What follows belongs to an exercise in optimizing a design on an open flow for small area, a short achievable clock period and few clock cycles per item; a production flow would make more cautious choices.
At most, simulation tests tie the RTL to the original design; equivalence was not proved.
The RTL of run 5 was laid out without a check of its function.
Power figures rest on the tool's default switching activity, not on a simulated workload.

File: design/flow/config.mk
export PLATFORM = sky130hd
export DESIGN_NAME = differential_temp_fan_stepper_core
export DESIGN_NICKNAME = differential_temp_fan_stepper_core
export VERILOG_FILES = /design/flow/design.v
export SDC_FILE = /design/flow/constraint.sdc
export NUM_CORES = 4
export LEC_CHECK = 0
export ABC_AREA = 1
export CAP_MARGIN = 20
export CORE_MARGIN = 2
export CORE_UTILIZATION = 40
export CTS_CLUSTER_DIAMETER = 135
export CTS_CLUSTER_SIZE = 26
export SETUP_SLACK_MARGIN = 5
export SLEW_MARGIN = 20
export SYNTH_HIERARCHICAL = 1
File: design/flow/constraint.sdc
create_clock -name core_clock -period 8.0 [get_ports {clk}]
set_input_delay 1.6000 -clock core_clock [delete_from_list [all_inputs] [get_ports {clk}]]
set_output_delay 1.6000 -clock core_clock [all_outputs]
set_load 0.01 [all_outputs]
File: design/flow/design.v
`default_nettype none
package dtfs_pkg;
    localparam int WINDOW = 10;
    localparam int RAW_W    = 16;
    localparam int SAMPLE_W = 15;
    localparam int THRESH_W = 12;
    localparam int LEVEL_W  = 3;
    localparam int HOLD_W   = 4;
    localparam int DIFF_W   = 16;    
    localparam int DSUM_W   = 20;    
    localparam logic [LEVEL_W-1:0] LVL_OFF   = 3'd0;
    localparam logic [LEVEL_W-1:0] LVL_ONE   = 3'd1;
    localparam logic [LEVEL_W-1:0] LVL_TWO   = 3'd2;
    localparam logic [LEVEL_W-1:0] LVL_THREE = 3'd3;
    localparam logic [LEVEL_W-1:0] LVL_FULL  = 3'd4;
    localparam logic [1:0] CAP_NONE = 2'b00;
    localparam logic [1:0] CAP_LOW  = 2'b01;
    localparam logic [1:0] CAP_HIGH = 2'b10;
    localparam logic [1:0] CAP_BOTH = 2'b11;
    localparam logic [THRESH_W-1:0] LEVEL1_RST = 12'd16;
    localparam logic [THRESH_W-1:0] LEVEL2_RST = 12'd32;
    localparam logic [THRESH_W-1:0] LEVEL3_RST = 12'd48;
    localparam logic [THRESH_W-1:0] LEVEL4_RST = 12'd64;
    function automatic logic [4:0] oh_mod5(input logic [3:0] n);
        oh_mod5[0] = (n == 4'd0) | (n == 4'd5) | (n == 4'd10) | (n == 4'd15);
        oh_mod5[1] = (n == 4'd1) | (n == 4'd6) | (n == 4'd11);
        oh_mod5[2] = (n == 4'd2) | (n == 4'd7) | (n == 4'd12);
        oh_mod5[3] = (n == 4'd3) | (n == 4'd8) | (n == 4'd13);
        oh_mod5[4] = (n == 4'd4) | (n == 4'd9) | (n == 4'd14);
    endfunction
    function automatic logic [4:0] oh_add5(input logic [4:0] r, input logic [4:0] m);
        logic [4:0] v;
        for (int k = 0; k < 5; k++)
        begin
            v[k] = 1'b0;
            for (int i = 0; i < 5; i++)
                v[k] = v[k] | (r[i] & m[(k + 5 - i) % 5]);
        end
        oh_add5 = v;
    endfunction
    function automatic logic [4:0] oh_neg5(input logic [4:0] m);
        oh_neg5 = {m[1], m[2], m[3], m[4], m[0]};
    endfunction
    function automatic logic [2:0] oh_enc5(input logic [4:0] m);
        oh_enc5 = {m[4], m[3] | m[2], m[3] | m[1]};
    endfunction
    function automatic logic [4:0] oh_dec5(input logic [2:0] b);
        oh_dec5 = {b == 3'd4, b == 3'd3, b == 3'd2, b == 3'd1, b == 3'd0};
    endfunction
    function automatic logic [4:0] oh_step(input logic [4:0] r, input logic z);
        logic [4:0] d;
        d = {r[2], r[4], r[1], r[3], r[0]};
        oh_step = z ? {d[3:0], d[4]} : d;
    endfunction
    function automatic logic q_step(input logic [4:0] r, input logic z);
        q_step = r[3] | r[4] | (r[2] & z);
    endfunction
    function automatic logic [3:0] div5_digit(input logic [4:0] r, input logic [3:0] n);
        logic [4:0] r2;
        logic [4:0] r1;
        logic [4:0] r0;
        r2 = oh_step(r, n[3]);
        r1 = oh_step(r2, n[2]);
        r0 = oh_step(r1, n[1]);
        div5_digit = {q_step(r, n[3]), q_step(r2, n[2]), q_step(r1, n[1]), q_step(r0, n[0])};
    endfunction
    function automatic logic [3:0] crt10(input logic p, input logic [4:0] m);
        crt10 = ({4{m[0]}} & (p ? 4'd5 : 4'd0)) | ({4{m[1]}} & (p ? 4'd1 : 4'd6)) |
                ({4{m[2]}} & (p ? 4'd7 : 4'd2)) | ({4{m[3]}} & (p ? 4'd3 : 4'd8)) |
                ({4{m[4]}} & (p ? 4'd9 : 4'd4));
    endfunction
    function automatic logic [4:0] inc_mask(input logic neg, input logic y0, input logic [3:0] rb);
        inc_mask[0] = (!neg && y0 && (rb >= 4'd9)) ||
                      (neg && !y0 && (rb <= 4'd0)) ||
                      (neg && y0 && (rb <= 4'd1));
        inc_mask[1] = (!neg && !y0 && (rb >= 4'd8)) ||
                      (!neg && y0 && (rb >= 4'd7)) ||
                      (neg && !y0 && (rb <= 4'd2)) ||
                      (neg && y0 && (rb <= 4'd3));
        inc_mask[2] = (!neg && !y0 && (rb >= 4'd6)) ||
                      (!neg && y0 && (rb >= 4'd5)) ||
                      (neg && !y0 && (rb <= 4'd4)) ||
                      (neg && y0 && (rb <= 4'd5));
        inc_mask[3] = (!neg && !y0 && (rb >= 4'd4)) ||
                      (!neg && y0 && (rb >= 4'd3)) ||
                      (neg && !y0 && (rb <= 4'd6)) ||
                      (neg && y0 && (rb <= 4'd7));
        inc_mask[4] = (!neg && !y0 && (rb >= 4'd2)) ||
                      (!neg && y0 && (rb >= 4'd1)) ||
                      (neg && !y0 && (rb <= 4'd8)) ||
                      (neg && y0);
    endfunction
    function automatic logic [DSUM_W-1:0] csa_sum(input logic [DSUM_W-1:0] x, input logic [DSUM_W-1:0] y,
                                                  input logic [DSUM_W-1:0] z);
        csa_sum = x ^ y ^ z;
    endfunction
    function automatic logic [DSUM_W-1:0] csa_carry(input logic [DSUM_W-1:0] x, input logic [DSUM_W-1:0] y,
                                                    input logic [DSUM_W-1:0] z);
        csa_carry = (x & y) | (x & z) | (y & z);
    endfunction
endpackage
`default_nettype wire
`default_nettype none
import dtfs_pkg::*;
module dtfs_datapath
(
    input  wire logic                   clk,
    input  wire logic                   rst_n,
    input  wire logic                   wr_en,     
    input  wire logic                   shift,     
    input  wire logic [RAW_W-1:0]       sample_a,
    input  wire logic [RAW_W-1:0]       sample_b,
    output logic                        w_neg,
    output logic [DSUM_W-2:0]           w_y,
    output logic [3:0]                  w_rb
);
    localparam int ENT_W = DIFF_W + 4;      
    logic [ENT_W+2:0]         new_reg;       
    logic [ENT_W+2:0]         in_ent;
    logic [WINDOW:1][ENT_W-1:0] ent_reg;
    logic [3:0]               fill_reg;
    logic                     full_reg;
    logic [DIFF_W-1:0]        new_nd;
    logic                     new_pb;
    logic [4:0]               new_mb;
    logic [ENT_W-1:0]         old_ent;
    logic [DIFF_W-1:0]        old_nd;
    logic                     old_pb;
    logic [4:0]               old_mb;
    logic [DSUM_W-1:0]        dsum_reg;
    logic [DSUM_W-1:0]        dsum_next;
    logic                     pb_reg;
    logic [2:0]               mb_reg;
    dtfs_conv u_conv (
        .sample_a (sample_a),
        .sample_b (sample_b),
        .ent      (in_ent)
    );
    always_ff @(posedge clk)
    begin
        if (wr_en)
            new_reg <= in_ent;
    end
    always_ff @(posedge clk)
    begin
        if (shift)
            ent_reg <= {ent_reg[WINDOW-1:1], new_nd, new_pb, dtfs_pkg::oh_enc5(new_mb)};
    end
    always_ff @(posedge clk or negedge rst_n)
    begin
        if (!rst_n)
        begin
            fill_reg <= '0;
            full_reg <= 1'b0;
        end
        else if (shift && !full_reg)
        begin
            fill_reg <= fill_reg + 4'd1;
            full_reg <= (fill_reg == 4'(WINDOW - 1));
        end
    end
    assign new_nd  = new_reg[ENT_W+2:7];
    assign new_pb  = new_reg[6];
    assign new_mb  = dtfs_pkg::oh_add5(dtfs_pkg::oh_dec5(new_reg[5:3]), dtfs_pkg::oh_dec5(new_reg[2:0]));
    assign old_ent = full_reg ? ent_reg[WINDOW] : '0;
    assign old_nd  = old_ent[ENT_W-1:4];
    assign old_pb  = old_ent[3];
    assign old_mb  = dtfs_pkg::oh_dec5(old_ent[2:0]);
    dtfs_dsum_next u_dsum_next (
        .s  (dsum_reg),
        .n  (new_nd),
        .o  (old_nd),
        .r  (dsum_next)
    );
    always_ff @(posedge clk or negedge rst_n)
    begin
        if (!rst_n)
        begin
            dsum_reg <= '0;
            pb_reg   <= 1'b0;
            mb_reg   <= '0;
        end
        else if (shift)
        begin
            dsum_reg <= dsum_next;
            pb_reg   <= pb_reg ^ new_pb ^ old_pb;
            mb_reg   <= dtfs_pkg::oh_enc5(dtfs_pkg::oh_add5(dtfs_pkg::oh_add5(dtfs_pkg::oh_dec5(mb_reg), new_mb),
                                                            dtfs_pkg::oh_neg5(old_mb)));
        end
    end
    assign w_neg = dsum_reg[DSUM_W-1];
    assign w_y   = dsum_reg[DSUM_W-2:0] ^ {(DSUM_W-1){w_neg}};
    assign w_rb  = dtfs_pkg::crt10(pb_reg, dtfs_pkg::oh_dec5(mb_reg));
endmodule
import dtfs_pkg::*;
module dtfs_conv
(
    input  wire logic [RAW_W-1:0]       sample_a,
    input  wire logic [RAW_W-1:0]       sample_b,
    output logic [DIFF_W+6:0]           ent
);
    logic [SAMPLE_W-1:0] ca;
    logic [SAMPLE_W-1:0] cb;
    assign ca = sample_a[RAW_W-1] ? '0 : sample_a[SAMPLE_W-1:0];
    assign cb = sample_b[RAW_W-1] ? '0 : sample_b[SAMPLE_W-1:0];
    assign ent = {DIFF_W'(cb) - DIFF_W'(ca), cb[0],
                  dtfs_pkg::oh_enc5(dtfs_pkg::oh_add5(dtfs_pkg::oh_mod5({1'b0, cb[14:12]}), dtfs_pkg::oh_mod5(cb[11:8]))),
                  dtfs_pkg::oh_enc5(dtfs_pkg::oh_add5(dtfs_pkg::oh_mod5(cb[7:4]), dtfs_pkg::oh_mod5(cb[3:0])))};
endmodule
import dtfs_pkg::*;
module dtfs_dsum_next
(
    input  wire logic [DSUM_W-1:0]   s,
    input  wire logic [DIFF_W-1:0]   n,
    input  wire logic [DIFF_W-1:0]   o,
    output logic [DSUM_W-1:0]        r
);
    logic [DSUM_W-1:0] x2;
    logic [DSUM_W-1:0] x3;
    logic [DSUM_W-1:0] s1;
    logic [DSUM_W-1:0] c1;
    assign x2 = ~{{(DSUM_W-DIFF_W){n[DIFF_W-1]}}, n};
    assign x3 = {{(DSUM_W-DIFF_W){o[DIFF_W-1]}}, o};
    assign s1 = dtfs_pkg::csa_sum(s, x2, x3);
    assign c1 = {dtfs_pkg::csa_carry(s, x2, x3), 1'b1};
    assign r  = s1 + c1;
endmodule
`default_nettype wire
`default_nettype none
import dtfs_pkg::*;
module differential_temp_fan_stepper_core
(
    input  wire logic        clk,
    input  wire logic        rst_n,
    input  wire logic        sensor_valid,
    output logic             sensor_ready,
    input  wire logic [15:0] sensor_sample_a,
    input  wire logic [15:0] sensor_sample_b,
    output logic             status_valid,
    input  wire logic        status_ready,
    output logic [2:0]       status_fan_level,
    output logic             status_level_changed,
    output logic             status_compared,
    output logic [14:0]      status_average_difference,
    output logic             status_relay_low_cap,
    output logic             status_relay_high_cap,
    output logic             status_main_relay,
    input  wire logic        cfg_valid,
    output logic             cfg_ready,
    input  wire logic [3:0]  cfg_index,
    input  wire logic [15:0] cfg_data
);
    logic [THRESH_W-1:0] thr_reg [4];
    logic                in_fire;
    logic                adv;           
    logic                shift;         
    logic                take_e;        
    logic                save;          
    logic                nrdy_reg;      
    logic                sh_pend_reg;   
    logic                pend_reg;      
    logic                skid_v_reg;
    logic [DSUM_W+3:0]   skid_reg;      
    logic                sh_pend_next;
    logic                pend_next;
    logic                skid_v_next;
    logic                w_neg;
    logic [DSUM_W-2:0]   w_y;
    logic [3:0]          w_rb;
    logic                e_v_reg;
    logic [DSUM_W+3:0]   e_in;          
    logic [2:0]          e_r8;          
    logic [DSUM_W+6:0]   e_reg;
    logic                e_neg;
    logic [3:0]          e_rb;
    logic [DSUM_W-2:0]   y;
    logic [SAMPLE_W-1:0] quot;
    logic                inc;
    logic                q_v_reg;
    logic [SAMPLE_W-1:0] q_reg;
    logic                q_inc_reg;
    logic [SAMPLE_W-1:0] diff;
    logic [3:0]          gt;
    logic [LEVEL_W-1:0]  new_level;
    logic [1:0]          cap_next;
    logic [HOLD_W-1:0]   hold_step;
    logic                cmp;
    logic                chg;
    logic [HOLD_W-1:0]   hold_reg;
    logic [LEVEL_W-1:0]  level_reg;
    logic [1:0]          cap_reg;
    logic                main_reg;
    logic                out_valid_reg;
    logic                out_chg_reg;
    logic                out_cmp_reg;
    logic [SAMPLE_W-1:0] out_diff_reg;
    assign sensor_ready = !nrdy_reg;
    assign in_fire      = sensor_valid && !nrdy_reg;
    assign adv          = !out_valid_reg || status_ready;
    assign cfg_ready = 1'b1;
    always_ff @(posedge clk or negedge rst_n)
    begin
        if (!rst_n)
        begin
            thr_reg[0] <= LEVEL1_RST;
            thr_reg[1] <= LEVEL2_RST;
            thr_reg[2] <= LEVEL3_RST;
            thr_reg[3] <= LEVEL4_RST;
        end
        else if (cfg_valid && (cfg_index[3:2] == 2'b00))
            thr_reg[cfg_index[1:0]] <= cfg_data[THRESH_W-1:0];
    end
    assign take_e = adv && !skid_v_reg && pend_reg;
    assign shift  = sh_pend_reg && (!pend_reg || !skid_v_reg);
    assign save   = pend_reg && shift && !take_e;
    assign sh_pend_next = in_fire || (sh_pend_reg && !shift);
    assign pend_next    = shift || (pend_reg && !take_e);
    assign skid_v_next  = save || (skid_v_reg && !adv);
    dtfs_datapath u_datapath (
        .clk      (clk),
        .rst_n    (rst_n),
        .wr_en    (in_fire),
        .shift    (shift),
        .sample_a (sensor_sample_a),
        .sample_b (sensor_sample_b),
        .w_neg    (w_neg),
        .w_y      (w_y),
        .w_rb     (w_rb)
    );
    always_ff @(posedge clk or negedge rst_n)
    begin
        if (!rst_n)
        begin
            nrdy_reg    <= 1'b0;
            sh_pend_reg <= 1'b0;
            pend_reg    <= 1'b0;
            skid_v_reg  <= 1'b0;
            e_v_reg     <= 1'b0;
        end
        else
        begin
            nrdy_reg    <= sh_pend_next && pend_next && skid_v_next;
            sh_pend_reg <= sh_pend_next;
            pend_reg    <= pend_next;
            skid_v_reg  <= skid_v_next;
            if (adv)
                e_v_reg <= skid_v_reg || pend_reg;
        end
    end
    always_ff @(posedge clk)
    begin
        if (!skid_v_reg || adv)
            skid_reg <= {w_neg, w_y, w_rb};
        if (adv)
            e_reg <= {e_in, e_r8};
    end
    assign e_in = skid_v_reg ? skid_reg : {w_neg, w_y, w_rb};
    assign e_r8 = dtfs_pkg::oh_enc5(dtfs_pkg::oh_add5(dtfs_pkg::oh_mod5({2'b00, e_in[DSUM_W+2:DSUM_W+1]}),
                                                      dtfs_pkg::oh_add5(dtfs_pkg::oh_mod5(e_in[DSUM_W:DSUM_W-3]),
                                                                        dtfs_pkg::oh_mod5(e_in[DSUM_W-4:DSUM_W-7]))));
    assign e_neg = e_reg[DSUM_W+6];
    assign y     = e_reg[DSUM_W+5:7];
    assign e_rb  = e_reg[6:3];
    dtfs_div10 u_div10 (
        .neg  (e_neg),
        .y    (y),
        .r8   (dtfs_pkg::oh_dec5(e_reg[2:0])),
        .rb   (e_rb),
        .quot (quot),
        .inc  (inc)
    );
    always_ff @(posedge clk or negedge rst_n)
    begin
        if (!rst_n)
            q_v_reg <= 1'b0;
        else if (adv)
            q_v_reg <= e_v_reg;
    end
    always_ff @(posedge clk)
    begin
        if (adv)
        begin
            q_reg     <= quot;
            q_inc_reg <= inc;
        end
    end
    assign diff = q_reg + SAMPLE_W'(q_inc_reg);
    logic [16:0] gt_sum [4];
    always_comb
    begin
        for (int i = 0; i < 4; i++)
        begin
            gt_sum[i] = {2'b00, q_reg} + {1'b0, ~{4'b0000, thr_reg[i]}} + 17'(q_inc_reg);
            gt[i]     = gt_sum[i][16];
        end
    end
    always_comb
    begin
        if (gt[3])
            new_level = LVL_FULL;
        else if (gt[2])
            new_level = LVL_THREE;
        else if (gt[1])
            new_level = LVL_TWO;
        else if (gt[0])
            new_level = LVL_ONE;
        else
            new_level = LVL_OFF;
    end
    always_comb
    begin
        case (new_level)
            LVL_ONE:   cap_next = CAP_LOW;
            LVL_TWO:   cap_next = CAP_HIGH;
            LVL_THREE: cap_next = CAP_BOTH;
            LVL_FULL:  cap_next = CAP_NONE;
            default:   cap_next = cap_reg;
        endcase
    end
    assign hold_step = ((hold_reg == '0) || (hold_reg == HOLD_W'(WINDOW))) ? '0
                                                                         : (hold_reg + HOLD_W'(1));
    assign cmp = (hold_step == '0);
    assign chg = cmp && (new_level != level_reg);
    always_ff @(posedge clk or negedge rst_n)
    begin
        if (!rst_n)
        begin
            out_valid_reg <= 1'b0;
            hold_reg      <= HOLD_W'(1);
            level_reg     <= LVL_OFF;
            cap_reg       <= CAP_NONE;
            main_reg      <= 1'b0;
        end
        else if (adv)
        begin
            out_valid_reg <= q_v_reg;
            if (q_v_reg)
            begin
                hold_reg <= chg ? HOLD_W'(1) : hold_step;
                if (chg)
                begin
                    level_reg <= new_level;
                    cap_reg   <= cap_next;
                    main_reg  <= (new_level != LVL_OFF);
                end
            end
        end
    end
    always_ff @(posedge clk)
    begin
        if (adv)
        begin
            out_chg_reg  <= chg;
            out_cmp_reg  <= cmp;
            out_diff_reg <= cmp ? diff : '0;
        end
    end
    assign status_valid              = out_valid_reg;
    assign status_fan_level          = level_reg;
    assign status_level_changed      = out_chg_reg;
    assign status_compared           = out_cmp_reg;
    assign status_average_difference = out_diff_reg;
    assign status_relay_low_cap      = cap_reg[0];
    assign status_relay_high_cap     = cap_reg[1];
    assign status_main_relay         = main_reg;
endmodule
module dtfs_div10
(
    input  wire logic                neg,
    input  wire logic [DSUM_W-2:0]   y,
    input  wire logic [4:0]          r8,        
    input  wire logic [3:0]          rb,
    output logic [SAMPLE_W-1:0]      quot,
    output logic                     inc
);
    logic [4:0]  r [DSUM_W-1];      
    logic [17:0] q;
    always_comb
    begin
        r[18] = 5'b00001;
        for (int i = 17; i >= 0; i--)
        begin
            q[i] = dtfs_pkg::q_step((i == 7) ? r8 : r[i+1], y[i+1]);
            r[i] = dtfs_pkg::oh_step((i == 7) ? r8 : r[i+1], y[i+1]);
        end
    end
    assign quot = q[SAMPLE_W-1:0];
    assign inc  = |(r[0] & dtfs_pkg::inc_mask(neg, y[0], rb));
endmodule
`default_nettype wire
File: design/flow/flow/run.sh
#!/bin/bash
# Layout flow: the standard flow (standard.sh, synthesis to finish),
# unchanged except that buffer_ports builds the input and output port
# buffers from sky130_fd_sc_hd__buf_1 rather than the cell it picks itself.
# standard.sh's full output is kept in standard.log in this folder.
set -e
export BUFFER_PORTS_ARGS="-buffer_cell sky130_fd_sc_hd__buf_1"
bash standard.sh > standard.log 2>&1
File: design/flow/standard.sh
#!/bin/bash
# synth_recipe.tcl (not shown) runs the flow's synth.tcl, then flattens the netlist and writes it again
# the make line also repeats each setting of config.mk as NAME=value (left out here)
make -C /OpenROAD-flow-scripts/flow DESIGN_CONFIG=/design/flow/config.mk WORK_HOME=/design/flow/orfs CLKGATE_MAP_FILE= SYNTH_SCRIPT=/design/flow/synth_recipe.tcl "${@:-finish}"
==> results.cfg, run 1 <==
[outcome]
status = timing/DRC/antenna clean

[critical_path]
start_kind = input pin
slowest_stage = nor3_1
required_ps = 8310
cp_max_fo = 14
ff2ff_setup_slack_ps = 5210
end_kind = flop
cpMostUsedCell = inv_1
worst-setup-path-type = in -> reg
crit_chain = clkbuf_4 -> inv_4 -> nand2_2 -> inv_1 -> ha_4 -> inv_1 -> nor3_1 -> nand4_1 -> nand2_1 -> inv_1
rr_worst_depth = 18
arrival_ps = 3210
critPathMaxStageDelay_ps = 330

[synthesis]
ys_warn_count = 14
synthDistinctLibCells = 64
synth_area_um2 = 21700
syn_nets = 2584
yosysSeqAreaShare_pct = 53.2
syn_avg_cell_area_um2 = 8.96
synth_seq_cells = 401
postSynthCellCount = 2428

[clock_tree]
cts_buffers = 19
path_clk_slew_ps = 110
clk_latency_ps = 560
cts_root_buffer = clkbuf_16
cts_tree = done
clock_path_buffers = 3
hold_buffers = 0
clock_sinks = 401
cts-htree-levels = 1

[route]
ant_nets = 0
wl_per_cell_um = 14.0
vias_per_cell = 4.89
drt-initial-drc-count = 1270
drc = 0
dr.pass1.iters = 6
routed_wirelength_um = 45000
dr_total_vias = 15700

[min_path]
hold-path-cell-count = 0
hp-class = reg -> reg

[final_layout]
final_layout_size_suffix_gt1_share_pct = 9.08
antennaDiodeCount = 0
largest_register_ffs = 200
fin_cells = 3218
fin_nets = 2665
area_delta_synth_final_pct = 8.59
final_util_pct = 43.9

[global_route]
grt_overflow = 0
antenna_found_initial = 0
grt_usage_pct = 15.8
grt_pass1_vias = 15000
grt_pass1_wl_um = 73800
grt_start_max_net_pins = 191

[placed_design]
placedCellCount = 3178
io_buffers = 77
place_hpwl_um = 32100
place.gp.congestion = 0.884

[sta]
relSlewSlack_pct = 35.4
post-route-period-util_pct = 36.2
min_period_ps = 2900
fmax_mhz = 345
rsz0062_at_grt = yes
hold_violations = 0
worst_pin_slew_ps = 966
slew_viol_final = 0
setup-violations-final = 0
fin_skew_ps = 25.0
finalSetupTns_ps = 0

[die]
dieHeight_um = 237
rows = 85
coreArea_um2 = 53800
die-area_um2 = 56200
boundaryPins = 83
fp.dieW_um = 237
start_util_pct = 40.4

[pwr]
ir_drop_v = 0.000202
power.leakage_nw = 10.9
p_per_area_nw_per_um2 = 436

[flow_run]
cap_violations = 0
[timing repair]
item | in CTS | in global routing
setup buffers | 0 | 4
gates cloned | 0 | 2
gates resized for setup | 3 | 19
endpoints found under the hold margin | 0 | 0
endpoints found under the setup margin | 21 | 58
[synthesized netlist by cell type (all sizes together)]
master	instances	area share [%]
o2111ai	4	0.16
o21ai	112	2.8
o311ai	1	0.040
a31o	2	0.081
o221ai	1	0.040
dfstp	6	0.72
ha	79	4.5
edfxtp	307	42
clkinv	1	0.017
xor2	36	1.4
inv	371	6.4
a211oi	2	0.092
nand4	23	0.66
nor4	1	0.029
o22ai	7	0.35
buf	10	0.45
o211ai	6	0.21
a31oi	3	0.086
nand3b	3	0.10
nand2	808	15
xnor2	8	0.32
a2111oi	1	0.069
o21a	3	0.10
fa	20	1.8
clkbuf	20	0.35
a21boi	2	0.069
nand3	163	4.4
conb	1	0.017
o21bai	6	0.21
or2	8	0.23
and3	1	0.029
o31ai	1	0.035
and2	4	0.13
dfrtp	88	10
nor2	223	4.2
nor3	26	0.64
nor3b	3	0.10
a221oi	1	0.040
a21oi	61	1.5
nand2b	1	0.029
a21o	1	0.035
a22oi	3	0.10
[per-module statistics from Yosys, one instance, submodules excluded]
module	cells	flip-flops and latches	copies in the design
dtfs_datapath	571	252	1
differential_temp_fan_stepper_core	831	149	1
dtfs_dsum_next	321	0	1
dtfs_conv	431	0	1
dtfs_div10	274	0	1
[layer usage]
| layer | wire length (um) | global-route usage, % |
|---|---|---|
| met3 | 1620 | 1.56 |
| met1 | 21300 | 21.7 |
| met2 | 21200 | 27.0 |
| met4 | 859 | 4.04 |
| met5 | 0 | 0 |
[worst max-delay path: cells and delay by family]
family,cells,cell delay [ps]
and+or+nand+nor,4,710
buffers and inverters,5,580
adders and majority gates,1,320
[where the power goes]
group | switching (W) | internal, W
combinational | 0.00343 | 0.00176
sequential | 0.000493 | 0.00347
clock | 0.000652 | 0.000479
[metrics by stage]
step | total power, W | setup slack, ps | area, um^2 | hold slack [ps]
after floorplan | 0.00789 | 3800 | 21900 | 400
after global placement | 0.00889 | 4090 | 22900 | 401
after detailed placement | 0.00908 | 4040 | 22900 | 405
after CTS | 0.0103 | 5020 | 23500 | 410
after global routing | 0.0113 | 4890 | 23600 | 424
final | 0.0103 | 5100 | 23600 | 407
[cell usage in the layout, fill, tap and decap left out, drive strengths merged, types with 2 or more instances in the layout]
| master | synthesis | routed |
|---|---|---|
| o2111ai | 4 | 4 |
| or2 | 8 | 8 |
| a31o | 2 | 2 |
| nor2 | 223 | 223 |
| nand4 | 23 | 23 |
| o21a | 3 | 3 |
| nand3b | 3 | 3 |
| a22oi | 3 | 3 |
| a21oi | 61 | 61 |
| nand2 | 808 | 808 |
| dfrtp | 88 | 88 |
| o211ai | 6 | 6 |
| o21bai | 6 | 6 |
| dfstp | 6 | 6 |
| and2 | 4 | 4 |
| o22ai | 7 | 7 |
| clkinvlp | 0 | 2 |
| a211oi | 2 | 2 |
| xnor2 | 8 | 8 |
| xor2 | 36 | 36 |
| clkinv | 1 | 2 |
| nand3 | 163 | 163 |
| clkbuf | 20 | 37 |
| edfxtp | 307 | 307 |
| buf | 10 | 85 |
| ha | 79 | 79 |
| nor3 | 26 | 26 |
| o21ai | 112 | 112 |
| nor3b | 3 | 3 |
| inv | 371 | 370 |
| a31oi | 3 | 3 |
| a21boi | 2 | 2 |
| fa | 20 | 20 |
[final cells by class]
class,instances,area [um^2]
clock buffer,32,546
clock inverter,2,25.0
fill,5186,30200
inverter,372,1420
multi-input combinational,1625,8710
sequential,401,11600
tap,696,871
timing repair buffer,90,463
[kinds of logic (layout without fill, tap and decap cells)]
| group | Yosys count | count (layout) | share of synthesized area, % |
|---|---|---|---|
| compound gates | 217 | 217 | 6.03 |
| buf+inv | 402 | 496 | 7.24 |
| other cells | 1 | 1 | 0.0172 |
| flops | 401 | 401 | 53.2 |
| fa+ha+maj | 99 | 99 | 6.39 |
| xor+xnor | 44 | 44 | 1.77 |
| simple gates | 1264 | 1264 | 25.3 |
[final timing paths]
| kind | start | endpoint |
|---|---|---|
| worst min-delay path | u_datapath.ent_reg[139] | u_datapath.ent_reg[159] |
| min in group asynchronous | rst_n | thr_reg[1][2] |
| worst min register to register | u_datapath.ent_reg[139] | u_datapath.ent_reg[159] |
| worst max-delay path | sensor_sample_b[15] | u_datapath.new_reg[22] |
| worst max register to register | u_datapath.full_reg | u_datapath.dsum_reg[16] |
| max in group asynchronous | rst_n | hold_reg[2] |
Testbench counts, summed over its fixed seeds: cycles 16,040, items 16,000.
==> run 2, diff against run 1 <==
==> design/flow/flow/run.sh (replaced) <==
#!/bin/bash
# Layout flow: the standard flow (standard.sh, synthesis to finish),
# unchanged except that buffer_ports builds the input and output port
# buffers from sky130_fd_sc_hd__buf_2 rather than the cell it picks itself.
# standard.sh's full output is kept in standard.log in this folder.
set -e
export BUFFER_PORTS_ARGS="-buffer_cell sky130_fd_sc_hd__buf_2"
bash standard.sh > standard.log 2>&1
--- a/design/flow/config.mk
+++ b/design/flow/config.mk
@@ -11,6 +11,5 @@
 export CORE_UTILIZATION = 40
-export CTS_CLUSTER_DIAMETER = 135
-export CTS_CLUSTER_SIZE = 26
+export CTS_CLUSTER_DIAMETER = 120
+export CTS_CLUSTER_SIZE = 22
 export SETUP_SLACK_MARGIN = 5
 export SLEW_MARGIN = 20
-export SYNTH_HIERARCHICAL = 1
==> results.cfg, run 2 <==
[pwr]
finalPower_w = 0.0103
ir_drop_v = 0.000190
switchingPower_w = 0.00441
clockPowerShare_pct = 11.7
seq_power_share_pct = 38.6
p_per_area_nw_per_um2 = 444
pwr-share-comb_pct = 49.7
power.leakage_nw = 9.99
p_sw_share_pct = 42.8
p_int_w = 0.00590

[synthesis]
synth_seq_cells = 401
synth_area_um2 = 20700
ys_warn_count = 8
synth_common_cells = 522 x nand2_1, 307 x edfxtp_1, 293 x inv_1
synth_edf_count = 307
yosys.area.top_type = edfxtp_1
postSynthCellCount = 2106
synth.most_common_cell = nand2_1
syn_avg_cell_area_um2 = 9.84
yosys_most_used_dff = edfxtp_1
synthDistinctLibCells = 64
yosysSeqAreaShare_pct = 55.9
syn_nets = 2272
netlist.area_leader.share_pct = 44.5
netlist_top_cells_area = edfxtp_1 44%, dfrtp_1 11%, nand2_1 9.5%
ys_async_sr_fraction_pct = 23.4

[sta]
fin_skew_ps = 21.4
rsz0062_at_grt = yes
relSlewSlack_pct = 45.5
setup-violations-final = 0
post-route-period-util_pct = 37.7
hold_violations = 0
fmax_mhz = 332
min_period_ps = 3010
worst_pin_slew_ps = 817
slew_viol_final = 0
finalSetupTns_ps = 0
timing.hold.ws_ps = 416

[critical_path]
r2r_end = u_datapath.dsum_reg[13]
end_kind = flop
rr_worst_depth = 13
critPathMaxStageDelay_ps = 350
r2r-start = u_datapath.full_reg
start_kind = input pin
ff2ff_setup_slack_ps = 5090
cp_top_family = compound AO/OA/AOI/OAI gates
crit_chain = buf_2 -> inv_2 -> nor2_4 -> inv_2 -> ha_4 -> fa_2 -> inv_2 -> a31oi_4 -> o31ai_4 -> a21o_1 -> a21oi_2 -> o21ai_2 -> xor2_1
cpMostUsedCell = inv_2
cp_max_fo = 3
worst-setup-path-type = in -> reg
arrival_ps = 3330
slowest_stage = fa_2
required_ps = 8320
critPathBufInv = 4

[clock_tree]
clock_sinks = 401
clk_latency_ps = 570
cts_buffers = 22
clock_path_buffers = 3
path_clk_slew_ps = 90
cts_tree = done
cts_root_buffer = clkbuf_16
cts-htree-levels = 1

[global_route]
grt_use_met3_pct = 1.94
busiest_layer = met2
grt_start_max_net_pins = 136
use_met1_pct = 18.7
grt_usage_pct = 14.7
met2_usage_pct = 26.3
grt_pass1_vias = 14000
grt_overflow = 0
grt_pass1_wl_um = 65900
antenna_found_initial = 0

[final_layout]
nFillCells = 4735
final_common_cell = nand2_1
seqCellArea_um2 = 11600
final_util_pct = 45.3
most-common-layout-cells = 516 x nand2_1, 307 x edfxtp_1, 285 x inv_1, 130 x nor2_1, 129 x nand3_1
largest_register_ffs = 200
final_layout_size_suffix_gt1_share_pct = 12.5
multi_input_area_um2 = 8260
antennaDiodeCount = 0
area_delta_synth_final_pct = 12.0
fin_nets = 2369

[die]
dieHeight_um = 232
start_util_pct = 40.4
boundaryPins = 83
coreArea_um2 = 51300
fp.dieW_um = 232
die-area_um2 = 53600
rows = 83

[route]
dr_total_vias = 14600
wl_per_cell_um = 13.8
dr.pass1.iters = 6
drc = 0
routed_wirelength_um = 40100
ant_nets = 0
drt-initial-drc-count = 836
vias_per_cell = 5.04

[min_path]
hold-path-cell-count = 0
min_from = u_datapath.ent_reg[121]
hp-class = reg -> reg
holdPathEnd = u_datapath.ent_reg[141]

[placed_design]
io_buffers = 77
place.gp.congestion = 0.879
place_hpwl_um = 28100

[outcome]
status = timing/DRC/antenna clean

[flow_run]
cap_violations = 0
-- run 2: cell count changes in the layout (fill, tap and decap cells not counted), sizes merged, moves of 18 or more --
cell	change
a21oi	+18
o21ai	+31
nand2	-275
nand3	-27
nor2	-73
inv	-68
-- run 2: worst reg2reg max path, cell delays in order (launching register included) --
cell and delay, ps:
dfrtp_4 470, buf_8 170, nand2_1 90, fa_1 530
inv_1 60, ha_1 270, nand3_1 110, nand2_4 130
a31oi_4 110, o21ai_2 210, a31oi_2 140, o21bai_1 250
xnor2_1 160, o21ai_0 100
-- run 2: routing by layer --
metal  vias up  share of wire, %
li1       7271                 -
met4         0               2.2
met5         -                 0
met3        63               3.8
met1      6950                45
met2       326                49
-- run 2: metrics by stage --
stage | cell area, um^2 | setup slack (ps) | cells
final | 23200 | 4990 | 2899
after global routing | 23200 | 4930 | 2899
after floorplan | 20900 | 4450 | 2106
after CTS | 22900 | 4970 | 2890
after global placement | 22000 | 4000 | 2840
after detailed placement | 22000 | 3920 | 2840
-- run 2: power by group through the flow --
stage / clock [W] / sequential, W / combinational, W
global placement: 0 / 0.00399 / 0.00457
global route: 0.00134 / 0.00408 / 0.00581
CTS: 0.00126 / 0.00398 / 0.00492
detailed placement: 0 / 0.00403 / 0.00474
finish: 0.00120 / 0.00398 / 0.00513
floorplan: 0 / 0.00389 / 0.00379
-- run 2: timing repair --
item / in CTS / in global routing
setup endpoints to repair: 100 / 30
resized for setup: 27 / 60
buffers inserted: 10 / 7
hold buffers: 0 / 0
pin swaps: 10 / 20
gates cloned: 0 / 1
-- run 2: worst max path at each step --
stage | start | slack [ps] | depth (start not counted) | to
6_report | sensor_sample_b[0] | 4990 | 13 | u_datapath.new_reg[19]
5_1_grt | sensor_sample_b[2] | 4930 | 13 | u_datapath.new_reg[20]
4_1_cts | u_datapath.full_reg | 4970 | 15 | u_datapath.dsum_reg[17]
3_5_place_dp | sensor_sample_b[15] | 3920 | 12 | u_datapath.new_reg[20]
3_3_place_gp | sensor_sample_b[15] | 4000 | 12 | u_datapath.new_reg[20]
2_1_floorplan | sensor_sample_b[15] | 4450 | 12 | u_datapath.new_reg[20]
-- run 2: logic make-up (layout without fill, tap and decap cells) --
logic type                 Yosys count  count (layout)  share of synthesized area, %
and+or+nand+nor                    902             902                          18.8
DFF                                401             401                          55.9
buffers and inverters              334             447                          6.24
AOI/OAI and AO/OA                  302             302                          8.79
adders and majority gates          109             109                          7.34
xor gates and xnor gates            56              56                          2.91
other                                1               1                        0.0181
muxes                                1               1                        0.0483
-- run 2: final cells by class --
class                   count  area share [%]
flip-flops and latches    401            49.9
repair buffers            103            2.97
multi-input cells        1371            35.6
well taps                 680            3.66
clock inverters             3           0.237
clock buffers              37            2.61
inverters                 304            5.06
==> run 3, diff against run 2 <==
--- a/design/flow/config.mk
+++ b/design/flow/config.mk
@@ -15 +15,2 @@
 export SLEW_MARGIN = 20
+export SYNTH_HIERARCHICAL = 1
==> results.cfg, run 3 <==
[global_route]
busiest_layer = met2
grt_pass1_vias = 15100
grt_start_max_net_pins = 198
met2_usage_pct = 27.6
grt_use_met3_pct = 1.67
grt_pass1_wl_um = 74000
use_met1_pct = 21.3
grt_usage_pct = 15.8
grt_overflow = 0
antenna_found_initial = 0

[critical_path]
ff2ff_setup_slack_ps = 5230
cp_max_fo = 24
start_kind = input pin
slowest_stage = nand3_1
worst-setup-path-type = in -> reg
required_ps = 8450
crit_chain = buf_2 -> nor3b_1 -> nand3_1 -> o21ai_0
critPathMaxStageDelay_ps = 780
end_kind = flop
arrival_ps = 3340

[sta]
worst_pin_slew_ps = 969
fin_skew_ps = 18.8
rsz0062_at_grt = yes
setup-violations-final = 0
min_period_ps = 2880
relSlewSlack_pct = 35.2
fmax_mhz = 347
finalSetupTns_ps = 0
post-route-period-util_pct = 36.1
hold_violations = 0
slew_viol_final = 0

[final_layout]
area_delta_synth_final_pct = 9.15
final_layout_size_suffix_gt1_share_pct = 11.8
fin_nets = 2664
most-common-layout-cells = 749 x nand2_1, 351 x inv_1, 307 x edfxtp_1, 193 x nor2_1, 131 x nand3_1
largest_register_ffs = 200
final_common_cell = nand2_1
antennaDiodeCount = 0

[pwr]
clockPowerShare_pct = 11.7
switchingPower_w = 0.00457
pwr-share-comb_pct = 49.6
p_int_w = 0.00577
p_per_area_nw_per_um2 = 436
p_sw_share_pct = 44.2
power.leakage_nw = 11.1
seq_power_share_pct = 38.7
ir_drop_v = 0.000209
finalPower_w = 0.0103

[synthesis]
yosys_most_used_dff = edfxtp_1
synth_edf_count = 307
synth_area_um2 = 21700
ys_async_sr_fraction_pct = 23.4
postSynthCellCount = 2428
netlist.area_leader.share_pct = 42.4
syn_avg_cell_area_um2 = 8.96
netlist_top_cells_area = edfxtp_1 42%, nand2_1 13%, dfrtp_1 10%
synth_seq_cells = 401
synthDistinctLibCells = 64
yosys.area.top_type = edfxtp_1
yosysSeqAreaShare_pct = 53.2
syn_nets = 2584
ys_warn_count = 14
synth.most_common_cell = nand2_1
synth_common_cells = 757 x nand2_1, 354 x inv_1, 307 x edfxtp_1

[die]
die-area_um2 = 56200
boundaryPins = 83
rows = 85
start_util_pct = 40.4
coreArea_um2 = 53800
dieHeight_um = 237
fp.dieW_um = 237

[flow_run]
cap_violations = 0

[placed_design]
place.gp.congestion = 0.889
place_hpwl_um = 32100
io_buffers = 77

[clock_tree]
hold_buffers = 0
cts-htree-levels = 1
path_clk_slew_ps = 100
clk_latency_ps = 560
cts_root_buffer = clkbuf_16
clock_sinks = 401
cts_buffers = 22
cts_tree = done
clock_path_buffers = 3

[route]
dr_total_vias = 15700
drt-initial-drc-count = 1022
wl_per_cell_um = 14.0
drc = 0
routed_wirelength_um = 44900
dr.pass1.iters = 5
vias_per_cell = 4.88
ant_nets = 0

[outcome]
status = timing/DRC/antenna clean

[min_path]
hp-class = reg -> reg
[run 3: changes by cell type after synthesis, moves of 6 or more]
| cell | delta |
|---|---|
| a21oi_1 | -19 |
| a22oi_1 | -8 |
| ha_1 | -9 |
| inv_1 | +61 |
| inv_2 | +6 |
| nand2_1 | +235 |
| nand2_2 | +37 |
| nand3_2 | +24 |
| nor2_1 | +55 |
| nor2_2 | +21 |
| o21ai_0 | -43 |
| o21ai_1 | +10 |
| xor2_4 | -6 |
[run 3: cell families after synthesis]
group                      after synthesis  share of synthesized area (%)
AOI/OAI and AO/OA                      217                           6.03
other                                    1                         0.0172
buffers and inverters                  402                           7.24
DFF                                    401                           53.2
and+or+nand+nor                       1264                           25.3
xor gates and xnor gates                44                           1.77
adders and majority gates               99                           6.39
[run 3: layout make-up]
class / count / area [um^2]
clock buffer: 37 / 628
timing repair buffer: 86 / 515
sequential: 401 / 11600
inverter: 372 / 1420
tap: 696 / 871
clock inverter: 2 / 25.0
multi-input combinational: 1625 / 8690
fill: 5121 / 30100
[run 3: per-stage QoR]
step / instances / hold slack (ps) / cell area (um^2) / setup slack (ps) / utilization [%]
after detailed placement: 3176 / 405 / 23000 / 4470 / 42.7
after global placement: 3176 / 400 / 23000 / 4470 / 42.7
after floorplan: 2428 / 400 / 21900 / 3800 / -
final: 3219 / 413 / 23700 / 5120 / 44.1
after global routing: 3219 / 424 / 23700 / 4930 / 44.1
after CTS: 3216 / 411 / 23700 / 5040 / 44.0
[run 3: worst max-delay path, delay by kind of cell]
family	cells	cell delay [ps]
and+or+nand+nor	2	1150
AOI/OAI and AO/OA	1	480
buffers and inverters	1	100
[run 3: what timing repair did]
action	4_1_cts	5_1_grt
setup endpoints to repair	27	44
gates resized for setup	5	8
gates cloned	0	1
setup buffers	1	2
hold endpoints to repair	0	0
[run 3: final timing paths]
kind	from	cells past startpoint	endpoint
hold reg to reg	u_datapath.ent_reg[65]	0	u_datapath.ent_reg[85]
setup / recovery	cfg_index[3]	4	thr_reg[2][5]
max in group asynchronous	rst_n	2	nrdy_reg
setup reg to reg	u_datapath.full_reg	15	u_datapath.dsum_reg[16]
hold / removal	u_datapath.ent_reg[65]	0	u_datapath.ent_reg[85]
min in group asynchronous	rst_n	1	u_datapath.fill_reg[2]
[run 3: metal layers]
metal	vias up	share of wire, %
met5	-	0
met4	0	2.0
met3	60	3.1
met2	287	48
met1	7351	47
li1	8008	-
[run 3: modules after synthesis, one instance, submodules excluded]
module / area, um^2 / flops+latches / cells / times used
dtfs_datapath: 8890 / 252 / 571 / 1
differential_temp_fan_stepper_core: 7700 / 149 / 831 / 1
dtfs_conv: 2000 / 0 / 431 / 1
dtfs_dsum_next: 1870 / 0 / 321 / 1
dtfs_div10: 1280 / 0 / 274 / 1
[run 3: power by group through the flow]
stage          sequential [W]  clock (W)  combinational [W]
3_3_place_gp          0.00404          0            0.00489
3_5_place_dp          0.00407          0            0.00504
5_1_grt               0.00411    0.00133            0.00591
4_1_cts               0.00402    0.00127            0.00509
2_1_floorplan         0.00391          0            0.00397
6_report              0.00400    0.00121            0.00513
==> run 4, diff against run 3 <==
--- a/design/flow/config.mk
+++ b/design/flow/config.mk
@@ -11,4 +11,4 @@
 export CORE_UTILIZATION = 40
-export CTS_CLUSTER_DIAMETER = 120
-export CTS_CLUSTER_SIZE = 22
+export CTS_CLUSTER_DIAMETER = 100
+export CTS_CLUSTER_SIZE = 18
 export SETUP_SLACK_MARGIN = 5
==> results.cfg, run 4 <==
[outcome]
status = timing/DRC/antenna clean

[die]
die-area_um2 = 56200
start_util_pct = 40.4
fp.dieW_um = 237
dieHeight_um = 237
rows = 85
coreArea_um2 = 53800
boundaryPins = 83

[sta]
post-route-period-util_pct = 36.1
slew_viol_final = 0
worst_pin_slew_ps = 982
fmax_mhz = 346
fin_skew_ps = 25.8
hold_violations = 0
relSlewSlack_pct = 34.4
timing.hold.ws_ps = 403
setup-violations-final = 0
min_period_ps = 2890
rsz0062_at_grt = yes
finalSetupTns_ps = 0

[synthesis]
ys_warn_count = 14
yosysSeqAreaShare_pct = 53.2
netlist.area_leader.share_pct = 42.4
postSynthCellCount = 2428
syn_avg_cell_area_um2 = 8.96
syn_nets = 2584
synth_edf_count = 307
synth_common_cells = 757 x nand2_1, 354 x inv_1, 307 x edfxtp_1
synth.most_common_cell = nand2_1
synth_seq_cells = 401
ys_async_sr_fraction_pct = 23.4
yosys_most_used_dff = edfxtp_1
synth_area_um2 = 21700
synthDistinctLibCells = 64
netlist_top_cells_area = edfxtp_1 42%, nand2_1 13%, dfrtp_1 10%
yosys.area.top_type = edfxtp_1

[route]
vias_per_cell = 4.89
ant_nets = 0
drc = 0
dr.pass1.iters = 5
drt-initial-drc-count = 1052
wl_per_cell_um = 13.9
dr_total_vias = 15800
routed_wirelength_um = 44900

[global_route]
grt_overflow = 0
grt_pass1_wl_um = 74000
grt_usage_pct = 15.9
grt_start_max_net_pins = 198
antenna_found_initial = 0
grt_pass1_vias = 15200

[clock_tree]
cts_buffers = 27
cts_tree = done
path_clk_slew_ps = 90
cts_root_buffer = clkbuf_16
hold_buffers = 0
cts-htree-levels = 1
clock_sinks = 401
clock_path_buffers = 3
clk_latency_ps = 580

[critical_path]
start_kind = input pin
worst-setup-path-type = in -> reg
end_kind = flop
arrival_ps = 3360
ff2ff_setup_slack_ps = 5220
cp_max_fo = 24
required_ps = 8480

[final_layout]
final_util_pct = 44.4
fin_nets = 2669
antennaDiodeCount = 0
final_layout_size_suffix_gt1_share_pct = 12.0
most-common-layout-cells = 749 x nand2_1, 351 x inv_1, 307 x edfxtp_1, 193 x nor2_1, 131 x nand3_1
area_delta_synth_final_pct = 9.82
largest_register_ffs = 200
final_common_cell = nand2_1

[pwr]
power.leakage_nw = 11.2
ir_drop_v = 0.000191
p_per_area_nw_per_um2 = 439
finalPower_w = 0.0105

[placed_design]
place_hpwl_um = 32100
place.gp.congestion = 0.889
io_buffers = 77

[flow_run]
cap_violations = 0

[min_path]
hp-class = reg -> reg
==> run 4: final timing paths <==
path | start | to | depth (start not counted)
max | cfg_index[3] | thr_reg[2][5] | 4
min | u_datapath.ent_reg[66] | u_datapath.ent_reg[86] | 0
max reg2reg | u_datapath.dsum_reg[19] | e_reg[1] | 12
min reg2reg | u_datapath.ent_reg[66] | u_datapath.ent_reg[86] | 0
max in group asynchronous | rst_n | thr_reg[2][7] | 2
min in group asynchronous | rst_n | u_datapath.fill_reg[2] | 1
==> run 4: cell families after synthesis <==
group / Yosys count / synth area share, %
and+or+nand+nor: 1264 / 25.3
buffers and inverters: 402 / 7.24
DFF: 401 / 53.2
AOI/OAI and AO/OA: 217 / 6.03
adders and majority gates: 99 / 6.39
xor gates and xnor gates: 44 / 1.77
other: 1 / 0.0172
==> run 4: final cells by class <==
cell class | instances | area, um^2
Inverter | 372 | 1420
Tap cell | 696 | 871
Clock inverter | 3 | 31.3
Sequential cell | 401 | 11600
Clock buffer | 46 | 767
Multi-Input combinational cell | 1625 | 8690
Fill cell | 5109 | 29900
Timing Repair Buffer | 86 | 515
==> run 4: what timing repair did <==
| action | 4_1_cts | 5_1_grt |
|---|---|---|
| setup endpoints to repair | 27 | 44 |
| resized for setup | 5 | 8 |
| cloned | 0 | 1 |
| setup buffers | 1 | 2 |
==> run 4: modules after synthesis (local to each module, per instance) <==
| module | cells inside | times used | cell area (um^2) |
|---|---|---|---|
| dtfs_dsum_next | 321 | 1 | 1870 |
| dtfs_div10 | 274 | 1 | 1280 |
| dtfs_conv | 431 | 1 | 2000 |
| dtfs_datapath | 571 | 1 | 8890 |
| differential_temp_fan_stepper_core | 831 | 1 | 7700 |
==> run 4: per-stage QoR <==
step / cell area [um^2] / setup slack (ps) / cells
2_1_floorplan: 21900 / 3800 / 2428
3_3_place_gp: 23000 / 4470 / 3176
3_5_place_dp: 23000 / 4470 / 3176
4_1_cts: 23800 / 5030 / 3226
5_1_grt: 23900 / 4940 / 3229
6_report: 23900 / 5110 / 3229
==> run 4: layer usage <==
layer / vias to the layer above / global-route usage, % / part of all wire [%] / wire, um
met5: - / 0 / 0 / 0
met4: 0 / 4.15 / 2.2 / 977
met3: 63 / 1.92 / 3.6 / 1640
met2: 299 / 27.6 / 48 / 21500
met1: 7406 / 21.1 / 46 / 20800
li1: 8026 / - / - / -
==> run 4: report_power, final <==
part,internal [W],switching (W),total [W]
Clock,0.000658,0.000701,0.00136
Combinational,0.00175,0.00337,0.00512
Sequential,0.00348,0.000526,0.00401
Total,0.00589,0.00460,0.0105
==> run 4: critical path, stage by stage <==
cell and delay [ps]:
buf_2 100, nor3b_1 370, nand3_1 790, o21ai_0 500
==> run 5, diff against run 4 <==
--- a/design/flow/design.v
+++ b/design/flow/design.v
@@ -255,5 +255,4 @@
     logic                adv;           
+    logic                up_adv;        
     logic                shift;         
-    logic                take_e;        
-    logic                save;          
     logic                nrdy_reg;      
@@ -261,4 +260,2 @@
     logic                pend_reg;      
-    logic                skid_v_reg;
-    logic [DSUM_W+3:0]   skid_reg;      
     logic                sh_pend_next;
@@ -270,3 +267,2 @@
     logic                e_v_reg;
-    logic [DSUM_W+3:0]   e_in;          
     logic [2:0]          e_r8;          
@@ -281,2 +277,8 @@
     logic                q_inc_reg;
+    logic                skid_v_reg;
+    logic [SAMPLE_W-1:0] skid_q_reg;
+    logic                skid_inc_reg;
+    logic [SAMPLE_W-1:0] o_q;           
+    logic                o_inc;
+    logic                o_v;
     logic [SAMPLE_W-1:0] diff;
@@ -299,2 +301,3 @@
     assign adv          = !out_valid_reg || status_ready;
+    assign up_adv       = !skid_v_reg;
     assign cfg_ready = 1'b1;
@@ -312,8 +315,6 @@
     end
-    assign take_e = adv && !skid_v_reg && pend_reg;
-    assign shift  = sh_pend_reg && (!pend_reg || !skid_v_reg);
-    assign save   = pend_reg && shift && !take_e;
+    assign shift  = sh_pend_reg && (!pend_reg || up_adv);
     assign sh_pend_next = in_fire || (sh_pend_reg && !shift);
-    assign pend_next    = shift || (pend_reg && !take_e);
-    assign skid_v_next  = save || (skid_v_reg && !adv);
+    assign pend_next    = shift || (pend_reg && !up_adv);
+    assign skid_v_next  = !adv && (skid_v_reg || q_v_reg);
     dtfs_datapath u_datapath (
@@ -336,3 +337,2 @@
             pend_reg    <= 1'b0;
-            skid_v_reg  <= 1'b0;
             e_v_reg     <= 1'b0;
@@ -344,5 +344,4 @@
             pend_reg    <= pend_next;
-            skid_v_reg  <= skid_v_next;
-            if (adv)
-                e_v_reg <= skid_v_reg || pend_reg;
+            if (up_adv)
+                e_v_reg <= pend_reg;
         end
@@ -351,11 +350,8 @@
     begin
-        if (!skid_v_reg || adv)
-            skid_reg <= {w_neg, w_y, w_rb};
-        if (adv)
-            e_reg <= {e_in, e_r8};
-    end
-    assign e_in = skid_v_reg ? skid_reg : {w_neg, w_y, w_rb};
-    assign e_r8 = dtfs_pkg::oh_enc5(dtfs_pkg::oh_add5(dtfs_pkg::oh_mod5({2'b00, e_in[DSUM_W+2:DSUM_W+1]}),
-                                                      dtfs_pkg::oh_add5(dtfs_pkg::oh_mod5(e_in[DSUM_W:DSUM_W-3]),
-                                                                        dtfs_pkg::oh_mod5(e_in[DSUM_W-4:DSUM_W-7]))));
+        if (up_adv)
+            e_reg <= {w_neg, w_y, w_rb, e_r8};
+    end
+    assign e_r8 = dtfs_pkg::oh_enc5(dtfs_pkg::oh_add5(dtfs_pkg::oh_mod5({2'b00, w_y[18:17]}),
+                                                      dtfs_pkg::oh_add5(dtfs_pkg::oh_mod5(w_y[16:13]),
+                                                                        dtfs_pkg::oh_mod5(w_y[12:9]))));
     assign e_neg = e_reg[DSUM_W+6];
@@ -374,5 +370,12 @@
         if (!rst_n)
-            q_v_reg <= 1'b0;
-        else if (adv)
-            q_v_reg <= e_v_reg;
+        begin
+            q_v_reg    <= 1'b0;
+            skid_v_reg <= 1'b0;
+        end
+        else
+        begin
+            if (up_adv)
+                q_v_reg <= e_v_reg;
+            skid_v_reg <= skid_v_next;
+        end
     end
@@ -380,3 +383,3 @@
     begin
-        if (adv)
+        if (up_adv)
         begin
@@ -385,4 +388,12 @@
         end
+        if (up_adv)
+        begin
+            skid_q_reg   <= q_reg;
+            skid_inc_reg <= q_inc_reg;
+        end
     end
-    assign diff = q_reg + SAMPLE_W'(q_inc_reg);
+    assign o_v   = skid_v_reg || q_v_reg;
+    assign o_q   = skid_v_reg ? skid_q_reg : q_reg;
+    assign o_inc = skid_v_reg ? skid_inc_reg : q_inc_reg;
+    assign diff = o_q + SAMPLE_W'(o_inc);
     logic [16:0] gt_sum [4];
@@ -392,3 +403,3 @@
         begin
-            gt_sum[i] = {2'b00, q_reg} + {1'b0, ~{4'b0000, thr_reg[i]}} + 17'(q_inc_reg);
+            gt_sum[i] = {2'b00, o_q} + {1'b0, ~{4'b0000, thr_reg[i]}} + 17'(o_inc);
             gt[i]     = gt_sum[i][16];
@@ -435,4 +446,4 @@
         begin
-            out_valid_reg <= q_v_reg;
-            if (q_v_reg)
+            out_valid_reg <= o_v;
+            if (o_v)
             begin
--- a/design/flow/config.mk
+++ b/design/flow/config.mk
@@ -11,4 +11,4 @@
 export CORE_UTILIZATION = 40
-export CTS_CLUSTER_DIAMETER = 100
-export CTS_CLUSTER_SIZE = 18
+export CTS_CLUSTER_DIAMETER = 120
+export CTS_CLUSTER_SIZE = 22
 export SETUP_SLACK_MARGIN = 5
==> results.cfg, run 5 <==
[final_layout]
final_layout_size_suffix_gt1_share_pct = 14.6
largest_register_ffs = 200
most-common-layout-cells = 694 x nand2_1, 334 x inv_1, 283 x edfxtp_1, 196 x nor2_1, 130 x nand3_1
area_delta_synth_final_pct = 12.1
final_common_cell = nand2_1
fin_cells = 3174
fin_nets = 2626
antennaDiodeCount = 0
nFillCells = 4973

[synthesis]
synth_common_cells = 705 x nand2_1, 348 x inv_1, 283 x edfxtp_1
ys_warn_count = 14
postSynthCellCount = 2363
yosysSeqAreaShare_pct = 53.1
netlist.area_leader.share_pct = 40.4
synth_edf_count = 283
synth.most_common_cell = nand2_1
netlist_top_cells_area = edfxtp_1 40%, nand2_1 13%, dfrtp_1 10%
synth_seq_cells = 393
syn_avg_cell_area_um2 = 8.91
synthDistinctLibCells = 63
synth_area_um2 = 21100
yosys.area.top_type = edfxtp_1
syn_nets = 2519
yosys_most_used_dff = edfxtp_1
ys_async_sr_fraction_pct = 23.9

[placed_design]
place.gp.congestion = 0.880
place_hpwl_um = 31400
io_buffers = 77
placedCellCount = 3109

[global_route]
antenna_found_initial = 0
grt_overflow = 0
grt_pass1_wl_um = 72500
grt_start_max_net_pins = 162
grt_usage_pct = 16.2
grt_pass1_vias = 15000

[sta]
post-route-period-util_pct = 37.2
hold_violations = 0
worst_pin_slew_ps = 988
fin_skew_ps = 30.8
fmax_mhz = 336
slew_viol_final = 0
rsz0062_at_grt = yes
setup-violations-final = 0
finalSetupTns_ps = 0
min_period_ps = 2970
relSlewSlack_pct = 33.9

[min_path]
hp-class = reg -> reg
hold-path-cell-count = 0

[critical_path]
cp_top_family = simple AND/OR/NAND/NOR gates
rr_worst_depth = 21
cpMostUsedCell = nand2_1
slowest_stage = dfrtp_1
end_kind = flop
worst-setup-path-type = reg -> reg
crit_cells = 21
start_kind = flop
critPathMaxStageDelay_ps = 440
cp_max_fo = 26
arrival_ps = 3410
critPathBufInv = 5
crit_chain = buf_12 -> inv_8 -> or2_4 -> o21ai_4 -> inv_2 -> buf_4 -> ha_1 -> nand2_1 -> nor2_1 -> a211oi_1 -> nand2_1 -> nand2_1 -> nand2_2 -> nor2_4 -> nor2_1 -> nor2_2 -> nand3_2 -> nand3_4 -> inv_2 -> nand2_1 -> nand2_1
required_ps = 8440

[pwr]
clockPowerShare_pct = 12.1
p_int_w = 0.00558
power.leakage_nw = 11.0
p_sw_share_pct = 44.0
ir_drop_v = 0.000192
pwr-share-comb_pct = 52.2
switchingPower_w = 0.00438
seq_power_share_pct = 35.7
p_per_area_nw_per_um2 = 422

[die]
coreArea_um2 = 52300
fp.dieW_um = 233
boundaryPins = 83
rows = 84
die-area_um2 = 54500
start_util_pct = 40.2
dieHeight_um = 233

[route]
ant_nets = 0
dr_total_vias = 15500
routed_wirelength_um = 43900
vias_per_cell = 4.89
dr.pass1.iters = 5
drc = 0
drt-initial-drc-count = 1120
wl_per_cell_um = 13.8

[clock_tree]
cts_root_buffer = clkbuf_16
cts-htree-levels = 1
clock_sinks = 393
hold_buffers = 0
cts_tree = done
path_clk_slew_ps = 90
cts_buffers = 22
clk_latency_ps = 570
clock_path_buffers = 3

[flow_run]
cap_violations = 0

[outcome]
status = timing/DRC/antenna clean
run 5: cell types whose count changed after synthesis, moves of 6 or more:
cell | previous run | this run
o22ai_1 | 3 | 12
nand2_1 | 757 | 705
edfxtp_1 | 307 | 283
dfxtp_1 | 0 | 16
o21ai_2 | 9 | 3
inv_1 | 354 | 348
or2_2 | 6 | 18
nand2_2 | 41 | 35
nand4_1 | 23 | 17
o21ai_0 | 79 | 86
run 5: final timing paths:
check                                          to  slack [ps]              startpoint
min in group asynchronous           thr_reg[2][0]        1020                   rst_n
min reg2reg                u_datapath.ent_reg[46]         410  u_datapath.ent_reg[26]
max reg2reg                            cap_reg[0]        5030              skid_v_reg
max                                    cap_reg[0]        5030              skid_v_reg
min                        u_datapath.ent_reg[46]         410  u_datapath.ent_reg[26]
max in group asynchronous             hold_reg[2]        5830                   rst_n
run 5: area by class of cell:
type                            count  area [um^2]  share of cell area, %
Sequential cell                   393        11200                   47.4
Multi-Input combinational cell   1574         8750                   37.1
Inverter                          369         1420                   6.01
Tap cell                          688          861                   3.65
Timing Repair Buffer              110          737                   3.12
Clock buffer                       37          607                   2.57
Clock inverter                      3         48.8                  0.207
run 5: stage by stage:
stage	hold slack (ps)	utilization [%]	instance area [um^2]	power (W)	setup slack, ps
3_3_place_gp	401	42.6	22300	0.00818	4430
5_1_grt	421	45.1	23600	0.0109	4810
6_report	413	45.1	23600	0.00996	5030
2_1_floorplan	400	-	21200	0.00717	3070
3_5_place_dp	405	42.6	22300	0.00835	4390
4_1_cts	412	44.2	23100	0.00972	4960
run 5: layer usage:
metal	track usage, %	up-vias	routed length (um)
li1	-	7845	-
met2	28.5	321	21200
met4	3.76	0	712
met5	0	-	0
met1	21.3	7299	20400
met3	1.78	55	1620
run 5: per-module statistics from Yosys, one instance, submodules excluded:
module	cells	flip-flops and latches
dtfs_datapath	571	252
differential_temp_fan_stepper_core	766	141
dtfs_conv	431	0
dtfs_dsum_next	321	0
dtfs_div10	274	0
run 5: worst register-to-register path, cell delays in order (launching register included):
cell and delay, ps:
dfrtp_1 440, buf_12 150, inv_8 70, or2_4 250
o21ai_4 80, inv_2 90, buf_4 140, ha_1 300
nand2_1 90, nor2_1 50, a211oi_1 200, nand2_1 100
nand2_1 100, nand2_2 90, nor2_4 130, nor2_1 50
nor2_2 120, nand3_2 130, nand3_4 120, inv_2 50
nand2_1 70, nand2_1 50
run 5: timing repair:
| item | in CTS | in global routing |
|---|---|---|
| setup endpoints to repair | 18 | 68 |
| gates resized for setup | 45 | 64 |
| endpoints found under the hold margin | 0 | 0 |
| cloned | 1 | 1 |
| pin swaps | 2 | 14 |
| setup buffers | 6 | 17 |
run 5: cell families (layout without fill, tap and decap cells):
kind of cell | after synthesis | count (layout) | share of synthesized area [%]
compound gates | 220 | 220 | 5.97
xor+xnor | 42 | 42 | 1.75
fa+ha+maj | 99 | 99 | 6.60
buf+inv | 396 | 519 | 7.32
flops | 393 | 393 | 53.1
other cells | 1 | 1 | 0.0178
simple gates | 1212 | 1212 | 25.2
run 5: power by group through the flow:
stage	clock network (W)	logic, W	registers, W
after floorplan	0	0.00364	0.00352
after global placement	0	0.00462	0.00356
after detailed placement	0	0.00476	0.00358
after CTS	0.00126	0.00490	0.00355
after global routing	0.00133	0.00596	0.00365
final	0.00120	0.00520	0.00356

[re-timing with driven ports]
The flow's constraints put no driver on any port. The routed layouts listed below were extracted and timed again, unchanged, in two steps. Step 1 sets driving cells, clkbuf_16 on the clock port and buf_2 on the other inputs (assumed; they add their load-dependent delay and slew). Step 2, shift: input delay + t, output delay - t, t = (earliest + latest rising clock arrival at the registers) / 2. This alone moves slack from input paths to output paths. Slacks: ideal ports / drivers / drivers and shift; pairs: ideal ports / drivers.
| run | t, ns | setup WS [ns] | slew at the worst register clock pin (ns) | worst data-port slew with drivers (ns) |
|---|---|---|---|---|
| run 1 | 0.603 | 5.105 / 5.140 / 4.537 | 0.12 / 0.12 | 0.04 |
| run 2 | 0.609 | 4.985 / 4.972 / 4.362 | 0.09 / 0.09 | 0.15 |
| run 3 | 0.601 | 5.116 / 5.141 / 4.540 | 0.10 / 0.10 | 0.05 |
| run 4 | 0.623 | 5.112 / 5.140 / 4.517 | 0.09 / 0.09 | 0.04 |
| run 5 | 0.609 | 5.025 / 5.025 / 4.487 | 0.11 / 0.11 | 0.05 |
After both steps setup and hold are still met in every run listed. For run 2, which loses most, drivers alone change the setup slack by -0.013 ns; drivers and shift together by -0.623 ns.
